From an optimization exercise on the open Yosys and OpenROAD flow, aimed at small area, a short achievable clock period and few clock cycles per item; shortcuts taken in it are not production practice. Where RTL was checked, it was by simulation tests only, not by an equivalence proof against the original. The RTL of runs 2 and 3 was laid out without a check of its function. Power and IR drop assume default switching activity.

==> flow/design.v (outline; a module is shown in full before it is edited, if it fits) <==
// module layer_rom: 26 lines
// module input_buffer: 20 lines
// module mac_lane: 2859 lines
// module mvm_control: 80 lines
// module mvm_layer: 74 lines
module mvm_layer (
   input  logic  clk,
   input  logic  reset,
   input  logic  s_valid,
   output logic  s_ready,
   input  logic signed [16-1:0] data_in,
   output logic  m_valid,
   input  logic  m_ready,
   output logic signed [16-1:0] data_out
);
  // ...
==> flow/run.sh <==
#!/bin/bash
# synth_recipe.tcl (not shown) runs the flow's synth.tcl, then flattens the netlist and writes it again
# the make line also repeats each setting of config.mk as NAME=value (left out here)
make -C /OpenROAD-flow-scripts/flow DESIGN_CONFIG=/design/flow/config.mk WORK_HOME=/design/flow/orfs CLKGATE_MAP_FILE= SYNTH_SCRIPT=/design/flow/synth_recipe.tcl finish
==> flow/config.mk <==
export PLATFORM = sky130hd
export DESIGN_NAME = mvm_layer
export DESIGN_NICKNAME = mvm_layer
export VERILOG_FILES = /design/flow/design.v
export SDC_FILE = /design/flow/constraint.sdc
export NUM_CORES = 4
export LEC_CHECK = 0
export CAP_MARGIN = 20
export CORE_MARGIN = 2
export CORE_UTILIZATION = 40
export PLACE_DENSITY = 0.6
export SETUP_SLACK_MARGIN = 4.2
export SLEW_MARGIN = 20
==> flow/constraint.sdc <==
create_clock -name core_clock -period 7.0 [get_ports {clk}]
set_input_delay 1.4000 -clock core_clock [delete_from_list [all_inputs] [get_ports {clk}]]
set_output_delay 1.4000 -clock core_clock [all_outputs]
set_load 0.01 [all_outputs]
==> flow_summary.toml, run 1 <==
[grt]
gr-usage-met1_pct = 29.8
use_met3_pct = 4.05
grt_pass1_wl_um = 153000

[worst_hold_path]
hold_path.class = "reg -> reg"

[synthesis]
ys_ff_latch = 650
synth-main-ff-cell = "dfxtp_1"
yosysTopAreaCellShare_pct = 26.1
syn_inst = 3104
synth_area_leaders = "edfxtp_1 (26%), fa_1 (19%), dfxtp_1 (18%)"
yosysSeqAreaShare_pct = 44.6
synth_top_family_by_area = "adder cells"

[worst_setup_path]
regToRegEndpoint = "dout[14]"
worstSetupPathType = "reg -> reg"
rr_worst_depth = 9

[finish]
clkbuf_count = 102
fin_cells = 4343
fill_cells = 8094
num-multi-input-gates = 1820
final_cell_mix = "inv_1 (374), fa_1 (331), a22oi_1 (327), edfxtp_1 (315), xnor2_1 (289)"
drive_above_1_share_pct = 16.1
seq_cell_count = 650

[routing]
first_pass_iters = 6
wl_met2_um = 49000
avgViaCountPerCell = 5.42

[power_and_ir_drop]
p_int_mw = 7.07
clock_power_share_pct = 40.0
p_per_area_nw_per_um2 = 230
p_seq_mw = 4.32
powerClk_mw = 3.84
p_comb_mw = 1.43
top_power_group = "registers"

[clocking]
cts.sink_count = 650
cts_tree = "built"
cts_setup_buffers = 64

[die]
die_y_um = 305
ios = 38

[status]
outcome = "no timing/DRC/antenna violations"

[timing]
setup_tns_ns = 0
fmax_ghz = 0.349
Testbench counts, summed over its fixed seeds: cycles 5,208, frames 320.
==> module mvm_control, before the edit <==
module mvm_control (
   input  logic                   clk,
   input  logic                   reset,
   input  logic                   s_valid,
   input  logic                   m_ready,
   output logic                   s_ready,
   output logic                   x_wr,
   output logic                   x_load,
   output logic [4-1:0] row,         
   output logic                   out_valid,
   output logic                   take_buf,    
   output logic                   take_new,    
   output logic                   buf_wr,      
   output logic [1:0]             wp,
   output logic [1:0]             rp
);
   logic [3-1:0]  in_cnt;      
   logic                   act;         
   logic                   issue;       
   logic                   iv;          
   logic [1:0]             v_pipe;      
   logic                   res_v;       
   logic [2:0]             cnt;         
   logic [2:0]             bcnt;        
   logic                   free;        
   logic                   deliver;
   assign x_wr    = s_valid && s_ready;
   assign x_load  = x_wr && (in_cnt == 3'(8 - 1));
   assign issue   = (act || x_load) && (cnt < 3'd5);
   assign res_v   = v_pipe[1];
   assign deliver = out_valid && m_ready;
   logic                   act_n;
   logic [3-1:0]  in_cnt_n;
   assign in_cnt_n = x_wr ? in_cnt + 1'b1 : in_cnt;    
   assign act_n    = x_load || (act && !(issue && row == 4'(16 - 1)));
   always_ff @(posedge clk) begin
      if (reset) begin
         in_cnt  <= '0;
         act     <= 1'b0;
         row     <= '0;
         iv      <= 1'b0;
         v_pipe  <= '0;
         cnt     <= '0;
         s_ready <= 1'b1;    
      end else begin
         in_cnt <= in_cnt_n;
         act    <= act_n;
         if (issue) begin
            row <= row + 1'b1;    
         end
         iv     <= issue;
            v_pipe <= {v_pipe[0:0], iv};
         cnt    <= cnt + 3'(issue) - 3'(deliver);
         s_ready <= (in_cnt_n != 3'(8 - 1)) || !act_n;
      end
   end
   assign free     = !out_valid || m_ready;
   assign take_buf = free && (bcnt != '0);
   assign take_new = free && (bcnt == '0) && res_v;
   assign buf_wr   = res_v && !take_new;
   always_ff @(posedge clk) begin
      if (reset) begin
         out_valid <= 1'b0;
         bcnt      <= '0;
         wp        <= '0;
         rp        <= '0;
      end else begin
         if (free) begin
            out_valid <= (bcnt != '0) || res_v;
         end
         bcnt <= bcnt + 3'(buf_wr) - 3'(take_buf);
         if (buf_wr) begin
            wp <= (wp == 2'd3) ? '0 : wp + 1'b1;
         end
         if (take_buf) begin
            rp <= (rp == 2'd3) ? '0 : rp + 1'b1;
         end
      end
   end
endmodule
==> module mvm_layer, before the edit <==
module mvm_layer (
   input  logic  clk,
   input  logic  reset,
   input  logic  s_valid,
   output logic  s_ready,
   input  logic signed [16-1:0] data_in,
   output logic  m_valid,
   input  logic  m_ready,
   output logic signed [16-1:0] data_out
);
   logic                   x_wr;
   logic                   x_load;
   logic [4-1:0] row;
   logic                   take_buf;
   logic                   take_new;
   logic                   buf_wr;
   logic [1:0]             wp;
   logic [1:0]             rp;
   logic [112-1:0]  rom_ctl;
   logic [112-1:0]  ctl;
   logic [8*16-1:0] x;
   logic [16-1:0] result;
   logic [16-2:0] queue [4];    
   logic [16-2:0] dout;
   mvm_control u_control (
      .clk       (clk),
      .reset     (reset),
      .s_valid   (s_valid),
      .m_ready   (m_ready),
      .s_ready   (s_ready),
      .x_wr      (x_wr),
      .x_load    (x_load),
      .row       (row),
      .out_valid (m_valid),
      .take_buf  (take_buf),
      .take_new  (take_new),
      .buf_wr    (buf_wr),
      .wp        (wp),
      .rp        (rp)
   );
   input_buffer u_input_buffer (
      .clk     (clk),
      .x_wr    (x_wr),
      .x_load  (x_load),
      .data_in (data_in),
      .x       (x)
   );
   layer_rom u_layer_rom (
      .row (row),
      .ctl (rom_ctl)
   );
   always_ff @(posedge clk) begin
      ctl <= rom_ctl;
   end
   mac_lane u_lane (
      .clk    (clk),
      .ctl    (ctl),
      .x      (x),
      .result (result)
   );
   always_ff @(posedge clk) begin
      if (take_buf) begin
         dout <= queue[rp];
      end else if (take_new) begin
         dout <= result[16-2:0];
      end
      for (int i = 0; i < 4; i++) begin
         if (buf_wr && wp == 2'(i)) begin
            queue[i] <= result[16-2:0];
         end
      end
   end
   assign data_out = {1'b0, dout};    
endmodule
==> inputs of run 2 (changes only) <==
--- a/flow/design.v
+++ b/flow/design.v
@@ -2942,7 +2942,7 @@
    logic                   deliver;
    assign x_wr    = s_valid && s_ready;
    assign x_load  = x_wr && (in_cnt == 3'(8 - 1));
-   assign issue   = (act || x_load) && (cnt < 3'd5);
+   assign issue   = (act || x_load) && ((cnt < 3'd4) || deliver);
    assign res_v   = v_pipe[1];
    assign deliver = out_valid && m_ready;
    logic                   act_n;
@@ -2986,10 +2986,10 @@
          end
          bcnt <= bcnt + 3'(buf_wr) - 3'(take_buf);
          if (buf_wr) begin
-            wp <= (wp == 2'd3) ? '0 : wp + 1'b1;
+            wp <= (wp == 2'd2) ? '0 : wp + 1'b1;
          end
          if (take_buf) begin
-            rp <= (rp == 2'd3) ? '0 : rp + 1'b1;
+            rp <= (rp == 2'd2) ? '0 : rp + 1'b1;
          end
       end
    end
@@ -3019,7 +3019,7 @@
    logic [112-1:0]  ctl;
    logic [8*16-1:0] x;
    logic [16-1:0] result;
-   logic [16-2:0] queue [4];    
+   logic [16-2:0] queue [3];    
    logic [16-2:0] dout;
    mvm_control u_control (
       .clk       (clk),
@@ -3063,7 +3063,7 @@
       end else if (take_new) begin
          dout <= result[16-2:0];
       end
-      for (int i = 0; i < 4; i++) begin
+      for (int i = 0; i < 3; i++) begin
          if (buf_wr && wp == 2'(i)) begin
             queue[i] <= result[16-2:0];
          end
--- a/flow/config.mk
+++ b/flow/config.mk
@@ -7,7 +7,7 @@
 export LEC_CHECK = 0
 export CAP_MARGIN = 20
 export CORE_MARGIN = 2
-export CORE_UTILIZATION = 40
-export PLACE_DENSITY = 0.6
-export SETUP_SLACK_MARGIN = 4.2
+export CORE_UTILIZATION = 55
+export PLACE_DENSITY = 0.7
+export SETUP_SLACK_MARGIN = 4.3
 export SLEW_MARGIN = 20
==> run 2 against run 1 <==
Effect of this change:
- critical path depth rose by 1
- highest routed layer unchanged
- synthesized cell count is 1.5% lower
- clock skew grew 0.0063 ns
- non-clock buffer count is 61 higher
- area after synthesis down 1.6%
- wire length is 3.6% higher
- sequential cell count shrank 15
- global-route usage increased by 10 points
- still clean
- core utilization increased by 19 points
- largest power group unchanged
- total power fell by 3.0%
==> flow_summary.toml, run 2 <==
[finish]
fin_area_sq_um = 41800
final_core_utilization_pct = 65.0
fill_cells = 4742
final_common_cell = "inv_1"
final_cell_mix = "inv_1 (344), edfxtp_1 (300), a22oi_1 (281), fa_1 (278), xnor2_1 (268)"
largest_reg_flops = 128
final_nets = 3545
drive_above_1_share_pct = 23.6
diodes = 0
areaGrowthSynthToFinish_pct = 17.2
top_regs = "u_input_buffer.x: 128 flops, u_input_buffer.sh: 112 flops, ctl: 106 flops"
regMostFlops = "u_input_buffer.x"

[placement]
io_buffers = 36
pre_cts_ws_ns = 2.75
placed_area_sq_um = 36400
dp_hpwl_um = 80100
finalWeightedCongestion = 0.939

[power_and_ir_drop]
p_per_area_nw_per_um2 = 222
finalPower_mw = 9.30
cellLeakagePower_nw = 16.4
ir_worst_vdd_uv = 176

[grt]
grt_usage_pct = 32.4
overflow = 0
grt_pass1_wl_um = 159000
grt_pass1_vias = 24807
antenna_found_initial = 2
grt_max_degree = 98

[synthesis]
yosys.area_share.simple_pct = 3.26
synth_nets = 3479
yosysTopAreaCellShare_pct = 25.2
synth_mux_area_share_pct = 0.147
synth.most_common_cell = "a22oi_1"
synth_xor_area_share_pct = 12.2
synth-main-ff-cell = "dfxtp_1"
yosysSeqAreaShare_pct = 44.0
synth_area_leaders = "edfxtp_1 (25%), fa_1 (19%), dfxtp_1 (19%)"
avgSynthCellArea_sq_um = 11.7
synth_top_family_by_area = "adder cells"
ys_async_sr_fraction_pct = 0
synth-compound-area-share_pct = 12.3
syn_inst = 3058
synthAdderAreaFrac_pct = 21.2
synth_area_sq_um = 35700
synth_cell_types = 61
ys_ff_latch = 635
synth_edf_count = 300
yosys_warnings = 6
ys_top_cells_by_count = "a22oi_1 (400), inv_1 (394), fa_1 (341), dfxtp_1 (335), edfxtp_1 (300)"
yosys.area.top_type = "edfxtp_1"

[worst_setup_path]
regToRegEndpoint = "dout[8]"
cp-start-kind = "register"
arrival_ns = 3.34
reg2reg_slack_ns = 4.06
path_depth = 10
slowest_stage = "fa_1"
critPathRequiredTime_ns = 7.40
critPathCapture = "dout[8]"
rr_worst_depth = 10
cp-end-kind = "register"
cp_max_fo = 8
crit_family = "compound AO/OA/AOI/OAI gates"
timing.rr.start = "u_lane.q7_q3_s3_7_4"
crit_path_start = "u_lane.q7_q3_s3_7_4"
crit_chain = "fa_1 -> ha_1 -> a21oi_4 -> o21ai_2 -> a2111o_1 -> nor3_2 -> nor3b_4 -> buf_6 -> buf_12 -> o31ai_1"
cp_num_buf_inv = 2
slowest_delay_ns = 0.49
worstSetupPathType = "reg -> reg"

[die]
die_y_um = 259
ios = 38
rows = 93
core_region_area_sq_um = 64300
start_util_pct = 55.5
die-area_sq_um = 66900
die_width_um = 259

[timing]
hold_viol = 0
skew_ns = 0.0316
setup_tns_ns = 0
period_needed_ns = 2.94
min_period_over_period_pct = 42.0
setup_viol = 0
worst_pin_slew_ns = 1.08
grt_setup_unrepaired = "yes"
slew_violations = 0
fin_ws_ns = 4.06
fmax_ghz = 0.340
relSlewSlack_pct = 27.5

[status]
outcome = "no timing/DRC/antenna violations"

[routing]
first_pass_iters = 6
avgViaCountPerCell = 5.95
drtAntennaViolNets = 0
drt_iter0_drc = 2958
vias = 23978
detail_route.wl_per_cell_um = 27.0
drt_wl_total_um = 109000
drc_errors = 0

[worst_hold_path]
hold_path.class = "reg -> reg"
holdPathStages = 0

[clocking]
cts_buffers = 67
cts_max_level = 3
hold_buffers = 0
path_clk_slew_ns = 0.06
cts.sink_count = 635
ctsLongestPathBuffers = 3
clock_latency_ns = 0.62
cts_root_buffer = "clkbuf_16"
cts_tree = "built"

[flow_run]
maxCapViolCount = 0
==> run 2: routing by layer <==
layer	wire length, um	global-route usage (%)	vias up
met3	10200	6.39	282
met5	0	0	-
met2	52200	53.2	1406
li1	-	-	10266
met4	6370	16.4	0
met1	40100	41.1	12024
==> run 2: cell families after synthesis <==
family          after synthesis
flops                       635
buf+inv                     639
mux                           5
fa+ha+maj                   401
xor+xnor                    497
other cells                   1
compound gates              610
simple gates                270
==> run 2: area by class of cell <==
cell class	instances	area (sq um)	share of cell area, %
clock inverters	19	188	0.449
multi-input cells	1787	19100	45.7
flip-flops and latches	635	15900	38.1
repair inverters	3	17.5	0.0419
inverters	395	1500	3.58
repair buffers	235	2070	4.95
clock buffers	100	1960	4.70
well taps	855	1070	2.56
==> run 2: where the power goes <==
| part | switching [mW] | internal (mW) | total, mW |
|---|---|---|---|
| Clock | 1.49 | 2.03 | 3.52 |
| Combinational | 0.931 | 0.650 | 1.58 |
| Sequential | 0.0787 | 4.12 | 4.20 |
==> run 2: metrics by stage <==
| step | hold WS (ns) | cells |
|---|---|---|
| after floorplan | 0.310 | 3058 |
| after CTS | 0.319 | 3978 |
| after global routing | 0.331 | 4029 |
| after detailed placement | 0.312 | 3717 |
| after global placement | 0.310 | 3717 |
| final | 0.320 | 4029 |
==> run 2: worst reg2reg max path: stages, from the launching register on <==
cell and delay, ns:
dfxtp_1 0.35, fa_1 0.49, ha_1 0.29, a21oi_4 0.20, o21ai_2 0.08, a2111o_1 0.43, nor3_2 0.20, nor3b_4 0.07
buf_6 0.15, buf_12 0.15, o31ai_1 0.32
==> run 2: worst min path at each step <==
stage | startpoint | to | slack, ns
after floorplan | ctl[15] | u_lane.q3_c_cst_0 | 0.31
after global placement | u_lane.q3_s3_12_4 | u_lane.q7_q3_s3_12_4 | 0.31
after detailed placement | u_lane.q3_s3_6_4 | u_lane.q7_q3_s3_6_4 | 0.31
after CTS | u_lane.q3_c_cst_3 | u_lane.q7_q3_c_cst_3 | 0.32
after global routing | ctl[12] | u_lane.q3_c_cst_3 | 0.33
final | u_lane.q3_c_cst_3 | u_lane.q7_q3_c_cst_3 | 0.32
==> run 2: timing repair <==
action | 4_1_cts | 5_1_grt
resized for setup | 342 | 210
setup endpoints to repair | 410 | 164
endpoints found under the hold margin | 0 | 0
buffers inserted | 137 | 48
pin swaps | 130 | 126
cloned | 5 | 3
==> inputs of run 3 (changes only) <==
==> flow/flow/run.sh (new file) <==
#!/bin/bash
# Layout flow: the standard synthesis, then a polarity pass on the full
# adders of the synthesized netlist (flow/polfix.py: a full adder is
# self-dual, so complementing its inputs complements its outputs; choosing
# each adder's polarity removes most inverters between adders), checked
# against the synthesized netlist on random vectors (flow/neteq.py), then the
# standard flow from floorplan to the final layout.
set -euo pipefail
R=orfs/results/${FLOW_PLATFORM}/mvm_layer/base

bash standard.sh synth > synth.log 2>&1

cp $R/1_2_yosys.v $R/1_2_yosys_std.v
python3 flow/polfix.py $R/1_2_yosys_std.v $R/1_2_yosys_pol.v > polfix.log 2>&1
python3 flow/neteq.py $R/1_2_yosys_std.v $R/1_2_yosys_pol.v 40 > neteq.log 2>&1
cp $R/1_2_yosys_pol.v $R/1_2_yosys.v
rm -f $R/1_synth.odb $R/1_synth.sdc

bash standard.sh > layout.log 2>&1
==> flow/flow/neteq.py (new file) <==
#!/usr/bin/env python3
"""Random-vector comparison of two gate netlists with the same registers:
register outputs and primary inputs are driven with random words, register
inputs and primary outputs are compared.  usage: neteq.py A.v B.v [rounds]"""
import re, sys, random

LIB = '/OpenROAD-flow-scripts/flow/platforms/sky130hd/lib/sky130_fd_sc_hd__tt_025C_1v80.lib'
lib = open(LIB).read()
funcs = {}
seq = set()
for m in re.finditer(r'cell \("?(\w+)"?\)\s*\{', lib):
    name = m.group(1)
    start = m.end()
    # find the end of this cell (next 'cell (' )
    nxt = lib.find('\n    cell (', start)
    body = lib[start:nxt if nxt > 0 else len(lib)]
    if re.search(r'\bff\s*\(|\blatch\s*\(', body):
        seq.add(name)
    f = {}
    for pm in re.finditer(r'pin \("?(\w+)"?\)\s*\{(.*?)\n\s{8}\}', body, re.S):
        fm = re.search(r'function\s*:\s*"([^"]*)"', pm.group(2))
        if fm:
            f[pm.group(1)] = fm.group(1)
    funcs[name] = f

W = 64
MASK = (1 << W) - 1


def pyexpr(e):
    e = e.replace('!', ' ~').replace('*', ' & ').replace('+', ' | ')
    # implicit AND by juxtaposition (e.g. "A B") is not used in this library
    return e


def parse(path):
    src = open(path).read()
    cells = []
    for m in re.finditer(r'(sky130_fd_sc_hd__\w+)\s+(\S+)\s*\((.*?)\);', src, re.S):
        typ, name, pins = m.groups()
        pl = {p: n.strip() for p, n in re.findall(r'\.(\w+)\((.*?)\)\s*(?:,|$)', pins.strip(), re.S)}
        cells.append((typ, name, pl))
    assigns = re.findall(r'assign\s+(.*?)\s*=\s*(.*?);', src)
    ins = []
    for hi, lo, nm in re.findall(r'^\s*input\s+(?:\[(\d+):(\d+)\]\s+)?(\S+);', src, re.M):
        ins += [f'{nm}[{i}]' for i in range(int(lo), int(hi) + 1)] if hi else [nm]
    outs = []
    for hi, lo, nm in re.findall(r'^\s*output\s+(?:\[(\d+):(\d+)\]\s+)?(\S+);', src, re.M):
        outs += [f'{nm}[{i}]' for i in range(int(lo), int(hi) + 1)] if hi else [nm]
    return cells, assigns, ins, outs


def norm(n):
    n = n.strip()
    m = re.match(r'^(\\?\S+?)\s*\[(\d+)\]$', n)
    if m and not n.startswith('\\') or (m and ' ' in n):
        return f'{m.group(1).strip()}[{m.group(2)}]'
    return n


def evaluate(net, vals):
    cells, assigns, ins, outs = net
    drv = {}
    for typ, name, pl in cells:
        c = typ.replace('sky130_fd_sc_hd__', '')
        if typ in seq_full:
            continue
        for p, n in pl.items():
            if p in funcs[typ]:
                drv[norm(n)] = (typ, pl, p)
    for l, r in assigns:
        drv[norm(l)] = ('assign', r, None)
    memo = dict(vals)
    sys.setrecursionlimit(100000)

    def get(n):
        n = norm(n)
        if n in memo:
            return memo[n]
        if re.match(r"^1'h?b?0$|^1'b0$|^1'h0$", n):
            return 0
        if re.match(r"^1'h?b?1$|^1'b1$|^1'h1$", n):
            return MASK
        if n not in drv:
            raise KeyError(n)
        typ, pl, p = drv[n]
        if typ == 'assign':
            v = get(pl)
        else:
            f = funcs[typ][p]
            env = {}
            for pin in set(re.findall(r'[A-Za-z_]\w*', f)):
                env[pin] = get(pl[pin])
            v = eval(pyexpr(f), {}, env) & MASK
        memo[n] = v
        return v
    return get


seq_full = set(seq)


def regs(net):
    cells = net[0]
    r = {}
    for typ, name, pl in cells:
        if typ in seq_full:
            r[name] = (typ, pl)
    return r


A = parse(sys.argv[1])
B = parse(sys.argv[2])
rounds = int(sys.argv[3]) if len(sys.argv) > 3 else 20
ra, rb = regs(A), regs(B)
assert set(ra) == set(rb), 'register sets differ'
assert all(ra[k][0] == rb[k][0] for k in ra), 'register types differ'
rng = random.Random(1)
bad = 0
for r in range(rounds):
    vals_a, vals_b = {}, {}
    for i in A[2]:
        v = rng.getrandbits(W)
        vals_a[norm(i)] = v
        vals_b[norm(i)] = v
    for k, (typ, pl) in ra.items():
        v = rng.getrandbits(W)
        for p in ('Q',):
            if p in pl:
                vals_a[norm(pl[p])] = v
        if 'Q_N' in pl:
            vals_a[norm(pl['Q_N'])] = ~v & MASK
        plb = rb[k][1]
        if 'Q' in plb:
            vals_b[norm(plb['Q'])] = v
        if 'Q_N' in plb:
            vals_b[norm(plb['Q_N'])] = ~v & MASK
    ga, gb = evaluate(A, vals_a), evaluate(B, vals_b)
    for k, (typ, pl) in ra.items():
        for p, n in pl.items():
            if p in ('Q', 'Q_N', 'CLK'):
                continue
            if ga(n) != gb(rb[k][1][p]):
                bad += 1
                if bad < 10:
                    print('mismatch', k, p)
    for o in A[3]:
        if ga(o) != gb(o):
            bad += 1
            if bad < 10:
                print('mismatch out', o)
print('rounds', rounds, 'vectors', rounds * W, 'mismatches', bad)
sys.exit(1 if bad else 0)
==> flow/flow/polfix.py (new file) <==
#!/usr/bin/env python3
"""Remove inverters around full-adder cells by choosing each full adder's
polarity.  A full adder is self-dual: complementing its three inputs
complements both outputs.  Reads a Yosys-written gate netlist, writes one
with the same registers and the same function.

usage: polfix.py IN.v OUT.v
"""
import re, sys, random
from collections import defaultdict

src = open(sys.argv[1]).read()
m = re.search(r'^module\s.*?;\n', src, re.M | re.S)
head_end = m.end()
endm = src.rindex('endmodule')
body = src[head_end:endm]

# split body into statements
stmts = re.findall(r'\s*(.*?;)\n', body, re.S)
cell_re = re.compile(r'(sky130_fd_sc_hd__\w+)\s+(\S+)\s*\((.*)\)\s*;', re.S)
pin_re = re.compile(r'\.(\w+)\((.*?)\)\s*(?:,|$)', re.S)

OUTS = {'X', 'Y', 'Q', 'Q_N', 'SUM', 'COUT', 'HI', 'LO'}
INV = {'sky130_fd_sc_hd__inv_1'}
FA = {'sky130_fd_sc_hd__fa_1'}
XORS = {'sky130_fd_sc_hd__xor2_1': 0, 'sky130_fd_sc_hd__xnor2_1': 1}

decls, cells, others = [], [], []
for s in stmts:
    s = s.strip()
    c = cell_re.match(s)
    if c:
        typ, name, pins = c.groups()
        pl = [(p, n.strip()) for p, n in pin_re.findall(pins.strip())]
        cells.append([typ, name, pl])
    elif s.startswith(('wire', 'input', 'output', 'reg')):
        decls.append(s)
    else:
        others.append(s)
if others:
    # assigns etc: nets they read are fixed loads
    pass

driver = {}
loads = defaultdict(list)
for ci, (typ, name, pl) in enumerate(cells):
    for p, n in pl:
        if p in OUTS:
            driver[n] = (ci, p)
        else:
            loads[n].append((ci, p))
# nets read by assigns / ports are fixed loads
fixed_nets = set()
for s in others:
    for tok in re.findall(r'\\\S+ |[A-Za-z_][\w$]*(?:\s*\[\d+\])?', s):
        fixed_nets.add(tok.strip())
portdecl = re.findall(r'^\s*output\s+(?:\[(\d+):(\d+)\]\s+)?(\S+);', src[:endm], re.M)
for hi, lo, nm in portdecl:
    if hi:
        for i in range(int(lo), int(hi) + 1):
            fixed_nets.add(f'{nm}[{i}]')
    else:
        fixed_nets.add(nm)


def is_inv(ci):
    return cells[ci][0] in INV


def inv_in(ci):
    return dict(cells[ci][2])['A']


def base(n):
    """(base net, polarity) through chains of inverters"""
    pol = 0
    seen = 0
    while n in driver and is_inv(driver[n][0]):
        n = inv_in(driver[n][0])
        pol ^= 1
        seen += 1
        assert seen < 100
    return n, pol


fa_ids = [ci for ci, c in enumerate(cells) if c[0] in FA or c[0] in XORS]
fa_index = {ci: i for i, ci in enumerate(fa_ids)}

# load requirements: list of (base, pol, fa_or_None)
# every non-inverter load pin
reqs = defaultdict(list)   # base -> list of (pol, fa index or -1)
pin_base = {}
for ci, (typ, name, pl) in enumerate(cells):
    if typ in INV:
        continue
    for p, n in pl:
        if p in OUTS:
            continue
        if n.startswith(("1'", "0'")) or re.match(r"^\d+'", n):
            continue
        b, pol = base(n)
        pin_base[(ci, p)] = (b, pol)
        if typ in XORS:
            reqs[b]   # any polarity will do
            continue
        reqs[b].append((pol, fa_index.get(ci, -1)))
# inverter outputs that reach fixed nets (ports / assigns)
for n in fixed_nets:
    if n in driver:
        b, pol = base(n)
        if pol or b != n:
            reqs[b].append((pol, -2))

# physical polarity of a base net: flip of its driving FA, else 0
def drv_fa(b):
    if b in driver:
        ci = driver[b][0]
        if ci in fa_index:
            return fa_index[ci]
    return -1


frozen = set()
for n in fixed_nets:
    if n in driver and driver[n][0] in fa_index:
        frozen.add(fa_index[driver[n][0]])
bases = list(reqs.keys())
bdrv = {b: drv_fa(b) for b in bases}
flip = [0] * len(fa_ids)


def cost_of(b):
    d = bdrv[b]
    ph = flip[d] if d >= 0 else 0
    need = set()
    for pol, f in reqs[b]:
        r = pol ^ (flip[f] if f >= 0 else 0)
        need.add(r)
    return 1 if (ph ^ 1) in need else 0


# bases touched by each FA
touch = defaultdict(set)
for b in bases:
    if bdrv[b] >= 0:
        touch[bdrv[b]].add(b)
    for pol, f in reqs[b]:
        if f >= 0:
            touch[f].add(b)

total = sum(cost_of(b) for b in bases)
start = total
improved = True
rounds = 0
while improved and rounds < 50:
    improved = False
    rounds += 1
    order = list(range(len(fa_ids)))
    random.Random(rounds).shuffle(order)
    for f in order:
        if f in frozen:
            continue
        before = sum(cost_of(b) for b in touch[f])
        flip[f] ^= 1
        after = sum(cost_of(b) for b in touch[f])
        if after < before:
            total += after - before
            improved = True
        else:
            flip[f] ^= 1
# also try pairs: flip a FA and its neighbours greedily (simple annealing)
rng = random.Random(7)
T = 1.0
for it in range(200000):
    f = rng.randrange(len(fa_ids))
    if f in frozen:
        continue
    before = sum(cost_of(b) for b in touch[f])
    flip[f] ^= 1
    after = sum(cost_of(b) for b in touch[f])
    d = after - before
    if d <= 0 or rng.random() < pow(2.718, -d / T):
        total += d
    else:
        flip[f] ^= 1
    T = max(0.02, T * 0.99997)
# final greedy
improved = True
while improved:
    improved = False
    for f in range(len(fa_ids)):
        if f in frozen:
            continue
        before = sum(cost_of(b) for b in touch[f])
        flip[f] ^= 1
        after = sum(cost_of(b) for b in touch[f])
        if after < before:
            total += after - before
            improved = True
        else:
            flip[f] ^= 1

n_inv_old = sum(1 for c in cells if c[0] in INV)
sys.stderr.write(f'inverters before {n_inv_old}, needed before opt {start}, after {total}, '
                 f'flipped {sum(flip)} of {len(fa_ids)}\n')

# ------------------------------------------------------------- rewrite
inv_names = [c[1] for c in cells if c[0] in INV]
new_inv = {}       # base -> inverted net name
new_cells = []
new_wires = []
cnt = [0]


def phys(b):
    d = bdrv.get(b, drv_fa(b))
    return flip[d] if d >= 0 else 0


def net_for(b, want):
    """net carrying value (b ^ want) where b is the logical base value"""
    if phys(b) == want:
        return b
    if b not in new_inv:
        nm = f'_polinv{cnt[0]}_'
        cnt[0] += 1
        new_inv[b] = nm
        new_wires.append(nm)
        iname = inv_names.pop() if inv_names else f'_polinvc{cnt[0]}_'
        new_cells.append(['sky130_fd_sc_hd__inv_1', iname, [('A', b), ('Y', nm)]])
    return new_inv[b]


out_cells = []
for ci, (typ, name, pl) in enumerate(cells):
    if typ in INV:
        continue
    f = fa_index.get(ci, -1)
    fl = flip[f] if f >= 0 else 0
    npl = []
    if typ in XORS:
        t = XORS[typ] ^ fl
        for p, n in pl:
            if p in OUTS or (ci, p) not in pin_base:
                npl.append((p, n))
                continue
            b, pol = pin_base[(ci, p)]
            t ^= pol ^ phys(b)
            npl.append((p, b))
        typ = 'sky130_fd_sc_hd__xnor2_1' if t else 'sky130_fd_sc_hd__xor2_1'
        npl = [(('Y' if t else 'X') if p in ('X', 'Y') else p, n) for p, n in npl]
        out_cells.append([typ, name, npl])
        continue
    for p, n in pl:
        if p in OUTS or (ci, p) not in pin_base:
            npl.append((p, n))
            continue
        b, pol = pin_base[(ci, p)]
        npl.append((p, net_for(b, pol ^ fl)))
    out_cells.append([typ, name, npl])
# fixed nets driven (originally) by inverters must still carry their value
for n in sorted(fixed_nets):
    if n in driver and is_inv(driver[n][0]):
        b, pol = base(n)
        ph = phys(b)
        # drive n from b (pol^ph == 1 -> inverter, else buffer)
        iname = inv_names.pop() if inv_names else f'_polinvd{cnt[0]}_'
        cnt[0] += 1
        if pol ^ ph:
            new_cells.append(['sky130_fd_sc_hd__inv_1', iname, [('A', b), ('Y', n)]])
        else:
            new_cells.append(['sky130_fd_sc_hd__buf_1', iname, [('A', b), ('X', n)]])
# any FA-output base net with flip whose original name is a fixed net: unsupported
for n in fixed_nets:
    if n in driver and driver[n][0] in fa_index and flip[fa_index[driver[n][0]]] and n in reqs:
        raise SystemExit('flipped FA drives a port net: ' + n)

def esc(n):
    return n + ' ' if n.startswith('\\') and ' ' not in n else n


out = [src[:head_end]]
for d in decls:
    out.append('  ' + d + '\n')
for w in new_wires:
    out.append(f'  wire {w};\n')
for s in others:
    out.append('  ' + s + '\n')
for typ, name, pl in out_cells + new_cells:
    out.append(f'  {typ} {name} (\n')
    out.append(',\n'.join(f'    .{p}({esc(n)})' for p, n in pl))
    out.append('\n  );\n')
out.append('endmodule\n')
open(sys.argv[2], 'w').write(''.join(out))
sys.stderr.write(f'inverters now {sum(1 for c in out_cells + new_cells if c[0] in INV)}\n')
==> flow/standard.sh (new file) <==
#!/bin/bash
# synth_recipe.tcl (not shown) runs the flow's synth.tcl, then flattens the netlist and writes it again
# the make line also repeats each setting of config.mk as NAME=value (left out here)
make -C /OpenROAD-flow-scripts/flow DESIGN_CONFIG=/design/flow/config.mk WORK_HOME=/design/flow/orfs CLKGATE_MAP_FILE= SYNTH_SCRIPT=/design/flow/synth_recipe.tcl "${@:-finish}"
--- a/flow/config.mk
+++ b/flow/config.mk
@@ -7,7 +7,7 @@
 export LEC_CHECK = 0
 export CAP_MARGIN = 20
 export CORE_MARGIN = 2
-export CORE_UTILIZATION = 55
-export PLACE_DENSITY = 0.7
+export CORE_UTILIZATION = 40
+export PLACE_DENSITY = 0.6
 export SETUP_SLACK_MARGIN = 4.3
 export SLEW_MARGIN = 20
removed: flow/run.sh
==> run 3 against run 2 <==
Effect of this change:
- critical path depth grew 1
- worst setup slack worse by 0.053 ns
- count of clock-buffer cells in the layout fell by 13
- critical endpoint is now queue[1][14]
- area after synthesis fell by 3.8%
- total power up 5.0%
- register-to-register slack got worse by 0.05 ns
- final cell count fell by 1.8%
- final area down 2.2%
- wire length up 4.3%
==> flow_summary.toml, run 3 <==
[status]
outcome = "no timing/DRC/antenna violations"

[worst_hold_path]
min_to = "u_lane.q7_q3_s3_13_4"
holdPathStages = 0
hold_path.class = "reg -> reg"
hold_start = "u_lane.q3_s3_13_4"

[die]
die-area_sq_um = 88200
core_region_area_sq_um = 85100
ios = 38
die_width_um = 297
start_util_pct = 40.3
die_y_um = 297
rows = 107

[synthesis]
synth_nets = 3116
syn_inst = 2695
yosys_warnings = 6
avgSynthCellArea_sq_um = 12.7
synth_area_sq_um = 34300

[worst_setup_path]
crit_chain = "fa_1 -> ha_4 -> and3_4 -> nand4_1 -> a211oi_4 -> nor3_2 -> nor3b_4 -> buf_6 -> buf_12 -> buf_16 -> nor2_1"
cp-start-kind = "register"
critPathRequiredTime_ns = 7.36
slowest_stage = "fa_1"
arrival_ns = 3.35
slowest_delay_ns = 0.52
regToRegEndpoint = "queue[1][14]"
rr_worst_depth = 11
worstSetupPathType = "reg -> reg"
reg2reg_slack_ns = 4.01
cp_max_fo = 7
timing.rr.start = "u_lane.q7_q3_s3_12_4"
cp-end-kind = "register"

[finish]
final_nets = 3177
fin_cells = 3955
final_common_cell = "xnor2_1"
areaGrowthSynthToFinish_pct = 19.2
largest_reg_flops = 128
top_regs = "u_input_buffer.x: 128 flops, u_input_buffer.sh: 112 flops, ctl: 106 flops"
diodes = 0
final_core_utilization_pct = 48.1
final_cell_mix = "xnor2_1 (396), a22oi_1 (306), edfxtp_1 (300), fa_1 (268), dfxtp_1 (254)"
drive_above_1_share_pct = 24.0
regMostFlops = "u_input_buffer.x"

[timing]
setup_viol = 0
fmax_ghz = 0.334
hold_viol = 0
relSlewSlack_pct = 34.8
worst_pin_slew_ns = 0.978
min_period_over_period_pct = 42.7
grt_setup_unrepaired = "yes"
slew_violations = 0
skew_ns = 0.0364
setup_tns_ns = 0
period_needed_ns = 2.99

[placement]
finalWeightedCongestion = 1.00
io_buffers = 36
dp_hpwl_um = 85600
place_inst = 3666

[power_and_ir_drop]
switchingPower_mw = 2.67
cellLeakagePower_nw = 14.7
clock_power_share_pct = 38.7
combPwrFrac_pct = 18.4
pwr-share-seq_pct = 42.9
p_int_mw = 7.10
finalPower_mw = 9.77
switching_share_pct = 27.3
ir_worst_vdd_uv = 226
p_per_area_nw_per_um2 = 239

[routing]
avgViaCountPerCell = 5.73
first_pass_iters = 6
drtAntennaViolNets = 0
drc_errors = 0
drt_wl_total_um = 114000
vias = 22652
drt_iter0_drc = 2764
detail_route.wl_per_cell_um = 28.7

[grt]
grt_max_degree = 100
overflow = 0
antenna_found_initial = 1
grt_pass1_wl_um = 164000
grt_pass1_vias = 23389
grt_usage_pct = 25.6

[clocking]
path_clk_slew_ns = 0.06
cts_max_level = 3
clock_latency_ns = 0.66
cts_root_buffer = "clkbuf_16"
ctsLongestPathBuffers = 3
cts.sink_count = 635
cts_tree = "built"
cts_buffers = 69

[flow_run]
maxCapViolCount = 0
## run 3: cell types whose count changed in the layout (fill, tap and decap cells not counted), sizes merged, moves of 9 or more
| cell | delta |
|---|---|
| inv | -360 |
| xnor2 | +129 |
| clkinv | +11 |
| clkdlybuf4s15 | +9 |
| xor2 | -129 |
| clkbuf | -16 |
## run 3: stage by stage
step	instance area [sq um]	setup slack [ns]	hold WS [ns]
after global routing	40900	3.93	0.330
after CTS	40000	4.06	0.325
final	40900	4.01	0.324
after global placement	35500	2.91	0.315
after floorplan	34500	3.13	0.310
after detailed placement	35500	2.86	0.312
## run 3: critical path, delay by kind of cell, from the launching register on
| kind | cells | cell delay, ns |
|---|---|---|
| buffers and inverters | 3 | 0.39 |
| AO/OA/AOI/OAI | 1 | 0.35 |
| adder cells (fa/ha/maj) | 2 | 0.84 |
| flip-flops | 1 | 0.32 |
| AND/OR/NAND/NOR | 5 | 0.82 |
## run 3: worst max path at each step
stage                                    start                    end  slack, ns  cells past startpoint
after CTS                 u_lane.q7_q3_c_cst_1               dout[13]       4.06                     11
after global placement                 s_valid  u_input_buffer.x[112]       2.91                      4
after detailed placement               s_valid  u_input_buffer.x[113]       2.86                      4
after floorplan                        s_valid       u_control.cnt[1]       3.13                      8
final                     u_lane.q7_q3_s3_12_4           queue[1][14]       4.01                     11
after global routing      u_lane.q7_q3_s3_12_4               dout[13]       3.93                     10
## run 3: timing repair
item                                   CTS  global route
resized for setup                      330           167
setup buffers                          131            27
gates cloned                             5             0
setup endpoints to repair              408           160
pin swaps                              128           139
endpoints found under the hold margin    0             0
hold buffers                             0             0
## run 3: layout make-up
type	instances	area (sq um)
clock buffer	87	1860
clock inverter	39	512
fill	7326	44200
inverter	32	134
multi-input combinational	1785	19000
sequential	635	15900
tap	1144	1430
timing repair buffer	232	2080
timing repair inverter	1	7.51
## run 3: power groups by stage
stage | registers [mW] | clock network [mW] | logic, mW
5_1_grt | 4.21 | 4.00 | 1.92
4_1_cts | 4.20 | 3.85 | 1.72
3_3_place_gp | 4.28 | 0 | 1.12
2_1_floorplan | 4.28 | 0 | 0.776
6_report | 4.19 | 3.78 | 1.80
3_5_place_dp | 4.29 | 0 | 1.15
## run 3: routing by layer
layer / GRT usage [%] / part of all wire (%)
met5: 0 / 0.011
met2: 39.4 / 45
met3: 4.84 / 8.2
met1: 33.0 / 39
met4: 17.3 / 8.0

## static timing again, ports no longer ideal
The flow's constraints put no driver on any port. The routed layouts listed below were extracted and timed again, unchanged, in two steps. Step 1 assumes that a clkbuf_16 drives the clock port and a buf_2 every other input. Step 2 adds t to the input delays and takes it off the output delays; t is the mean of the earliest and latest rising clock arrival at the registers after step 1. Input paths then give back, and output paths get back, about the clock's delay inside the block. a / b / c = no drivers / after step 1 / after step 2; a / b = the first two.
| run | t (ns) | slack for setup (ns) | clock arrival spread, ns | slew at the worst register clock pin (ns) | worst data-port slew with drivers (ns) |
|---|---|---|---|---|---|
| run 1 | 0.685 | 4.132 / 4.132 / 3.648 | 0.025 / 0.025 | 0.07 / 0.07 | 0.05 |
| run 2 | 0.664 | 4.061 / 4.061 / 3.692 | 0.031 / 0.032 | 0.07 / 0.07 | 0.04 |
| run 3 | 0.706 | 4.008 / 4.008 / 3.694 | 0.038 / 0.038 | 0.07 / 0.07 | 0.04 |
After both steps every run listed still meets setup and hold. The setup slack of run 1, which loses most, moves by 0.000 ns with the drivers and by -0.484 ns with both steps.
